From an optimization exercise on the open Yosys and OpenROAD flow, aimed at small area and a short achievable clock period; shortcuts taken in it are not production practice.
Function was checked by simulation only, so behaviour that the tests miss may differ from the original.
No activity file was given, so power comes from the tool's default toggle rates.

==> flow/design.v (excerpt) <==
module position_ledger #(
    parameter int SYMBOL_WIDTH = 32,
    parameter int VOLUME_WIDTH = 32,
    parameter int POS_WIDTH    = 48,
    parameter int NUM_SLOTS    = 16,
    parameter int SLOT_W       = $clog2(NUM_SLOTS)
) (
    input  wire logic                    clk,
    input  wire logic                    rst_n,
    input  wire logic                    upd_valid,
    input  wire logic [SYMBOL_WIDTH-1:0] upd_symbol,
    input  wire logic [VOLUME_WIDTH-1:0] upd_quantity,
    input  wire logic                    upd_side,
    input  wire logic [POS_WIDTH-2:0]    pos_limit,
    input  wire logic                    clear,
    input  wire logic                    qry_valid,
    input  wire logic [SYMBOL_WIDTH-1:0] qry_symbol,
    output logic                         qry_resp_valid,
    output logic                         qry_found,
    output logic [POS_WIDTH-1:0]         qry_position,
    output logic                         rpt_valid,
    output logic [SYMBOL_WIDTH-1:0]      rpt_symbol,
    output logic [POS_WIDTH-1:0]         rpt_position,
    output logic [SLOT_W-1:0]            rpt_slot,
    output logic                         rpt_breach,
    output logic                         table_full,
    output logic [SLOT_W:0]              used_slots,
    output logic [31:0]                  drop_count,
    output logic [31:0]                  breach_count
);
export LEC_CHECK = 0
export CAP_MARGIN = 15
export CORE_MARGIN = 2
export CORE_UTILIZATION = 50
export SETUP_SLACK_MARGIN = 5
export SLEW_MARGIN = 15
create_clock -name core_clock -period 13.0 [get_ports {clk}]
standard.sh (not shown) runs the stock make flow with config.mk's settings and CLKGATE_MAP_FILE= SYNTH_SCRIPT=/design/flow/synth_recipe.tcl, a recipe that flattens the netlist after the stock synthesis.
==> flow/flow/run.sh <==
#!/bin/bash
set -euo pipefail
MARGIN=8.0
EXTRA="MATCH_CELL_FOOTPRINT=0 'BUFFER_PORTS_ARGS=-buffer_cell sky130_fd_sc_hd__buf_2' 'CTS_ARGS=-sink_clustering_enable -repair_clock_nets -dont_use_dummy_load -buf_list sky130_fd_sc_hd__clkbuf_8'"
sed -E \
  -e "s/SETUP_SLACK_MARGIN=[^ ']+/SETUP_SLACK_MARGIN=${MARGIN}/" \
  -e "s/\"\\$\\{@:-finish\\}\"/${EXTRA} \"\${@:-finish}\"/" \
  standard.sh > standard_tight.sh
grep -q "SETUP_SLACK_MARGIN=${MARGIN}" standard_tight.sh
grep -q "dont_use_dummy_load" standard_tight.sh
bash standard_tight.sh > make_finish.log 2>&1
Edit:
==> flow/flow/run.sh (replaced) <==
#!/bin/bash
set -euo pipefail
sed -E 's/SETUP_SLACK_MARGIN=[^ ]+/SETUP_SLACK_MARGIN=8.3/' standard.sh > standard_tight.sh
grep -q 'SETUP_SLACK_MARGIN=8.3' standard_tight.sh
bash standard_tight.sh > make_finish.log 2>&1
CAP_MARGIN = 20   (was 15)
CORE_UTILIZATION = 40   (was 50)
SLEW_MARGIN = 20   (was 15)
Maximum frequency drops by about 0.4%.
Die area rose by 25%.
Design area is higher by 17%.
Power grows by about 16%.
Synthesized cell count is unchanged.
Setup slack loses 0.021 ns.
Count of clock-buffer cells in the layout is lower by 57.
Core utilization came out lower by 3.5 points.
Edit:
==> flow/flow/run.sh (replaced) <==
#!/bin/bash
set -euo pipefail
MARGIN=8.6
EXTRA="MATCH_CELL_FOOTPRINT=0 'BUFFER_PORTS_ARGS=-buffer_cell sky130_fd_sc_hd__buf_2' 'CTS_ARGS=-sink_clustering_enable -repair_clock_nets -dont_use_dummy_load -buf_list sky130_fd_sc_hd__clkbuf_8'"
sed -E \
  -e "s/SETUP_SLACK_MARGIN=[^ ']+/SETUP_SLACK_MARGIN=${MARGIN}/" \
  -e "s/\"\\$\\{@:-finish\\}\"/${EXTRA} \"\${@:-finish}\"/" \
  standard.sh > standard_tight.sh
grep -q "SETUP_SLACK_MARGIN=${MARGIN}" standard_tight.sh
grep -q "dont_use_dummy_load" standard_tight.sh
bash standard_tight.sh > make_finish.log 2>&1
CAP_MARGIN = 15   (was 20)
CORE_UTILIZATION = 50   (was 40)
SLEW_MARGIN = 15   (was 20)
After rerunning:
- The changed run produced a clean layout
- power falls by 12%
- clock power falls by 25%
- synthesized area stays the same
- final cell count falls by 11%
- sequential cell count stays the same
- worst setup slack gets better by 0.15 ns
- via count falls by 7.5%
- wire length falls by 10%
Edit:
==> flow/flow/run.sh (replaced) <==
#!/bin/bash
set -euo pipefail
sed -E 's/SETUP_SLACK_MARGIN=[^ ]+/SETUP_SLACK_MARGIN=8.3/' standard.sh > standard_tight.sh
grep -q 'SETUP_SLACK_MARGIN=8.3' standard_tight.sh
bash standard_tight.sh > make_finish.log 2>&1
CAP_MARGIN = 20   (was 15)
CORE_UTILIZATION = 65   (was 50)
PLACE_DENSITY = 0.75   (was unset)
SLEW_MARGIN = 20   (was 15)
Outcome: The changed run did not get past global routing; area after synthesis does not change; synthesized cell count does not change.
Edit:
==> flow/flow/run.sh (replaced) <==
#!/bin/bash
set -euo pipefail
MARGIN=8.3
EXTRA="MATCH_CELL_FOOTPRINT=0 'BUFFER_PORTS_ARGS=-buffer_cell sky130_fd_sc_hd__buf_2' 'CTS_ARGS=-sink_clustering_enable -repair_clock_nets -dont_use_dummy_load -buf_list sky130_fd_sc_hd__clkbuf_8 -sink_clustering_size 16 -sink_clustering_max_diameter 80'"
sed -E \
  -e "s/SETUP_SLACK_MARGIN=[^ ']+/SETUP_SLACK_MARGIN=${MARGIN}/" \
  -e "s/\"\\$\\{@:-finish\\}\"/${EXTRA} \"\${@:-finish}\"/" \
  standard.sh > standard_tight.sh
grep -q "SETUP_SLACK_MARGIN=${MARGIN}" standard_tight.sh
grep -q "dont_use_dummy_load" standard_tight.sh
bash standard_tight.sh > make_finish.log 2>&1
CORE_UTILIZATION = 50   (was 65)
PLACE_DENSITY = unset   (was 0.75)
Result: Now the flow ran to the end with no violations. Area after synthesis does not change. Synthesized cell count does not change.

[afterwards: timing with drivers on the ports]
How much do the figures lean on ideal ports? The routed layouts below were timed once more, with nothing changed but the port constraints.
Step 1, drivers: a clkbuf_16 drives clk and a buf_2 each remaining input, both assumed.
Step 2 adds t to the input delays and takes it off the output delays; t is the mean of the earliest and latest rising clock arrival at the registers after step 1. Input paths then give back, and output paths get back, about the clock's delay inside the block.
Three values: ideal ports, drivers, drivers and shift; two values: the first two.
run	t, ns	setup WS [ns]	worst register clock-pin slew, ns	worst slew at a driven data input, ns
the first run	1.067	7.865 / 7.911 / 6.844	0.07 / 0.07	0.09
the second run	0.944	7.844 / 7.860 / 6.916	0.07 / 0.07	0.23
the third run	1.111	7.993 / 8.005 / 6.895	0.07 / 0.07	0.11
the fifth run	0.972	7.732 / 7.766 / 6.794	0.12 / 0.12	0.12
After both steps every run listed still meets setup and hold. The setup slack of the third run, which loses most, moves by +0.012 ns with the drivers and by -1.098 ns with both steps.
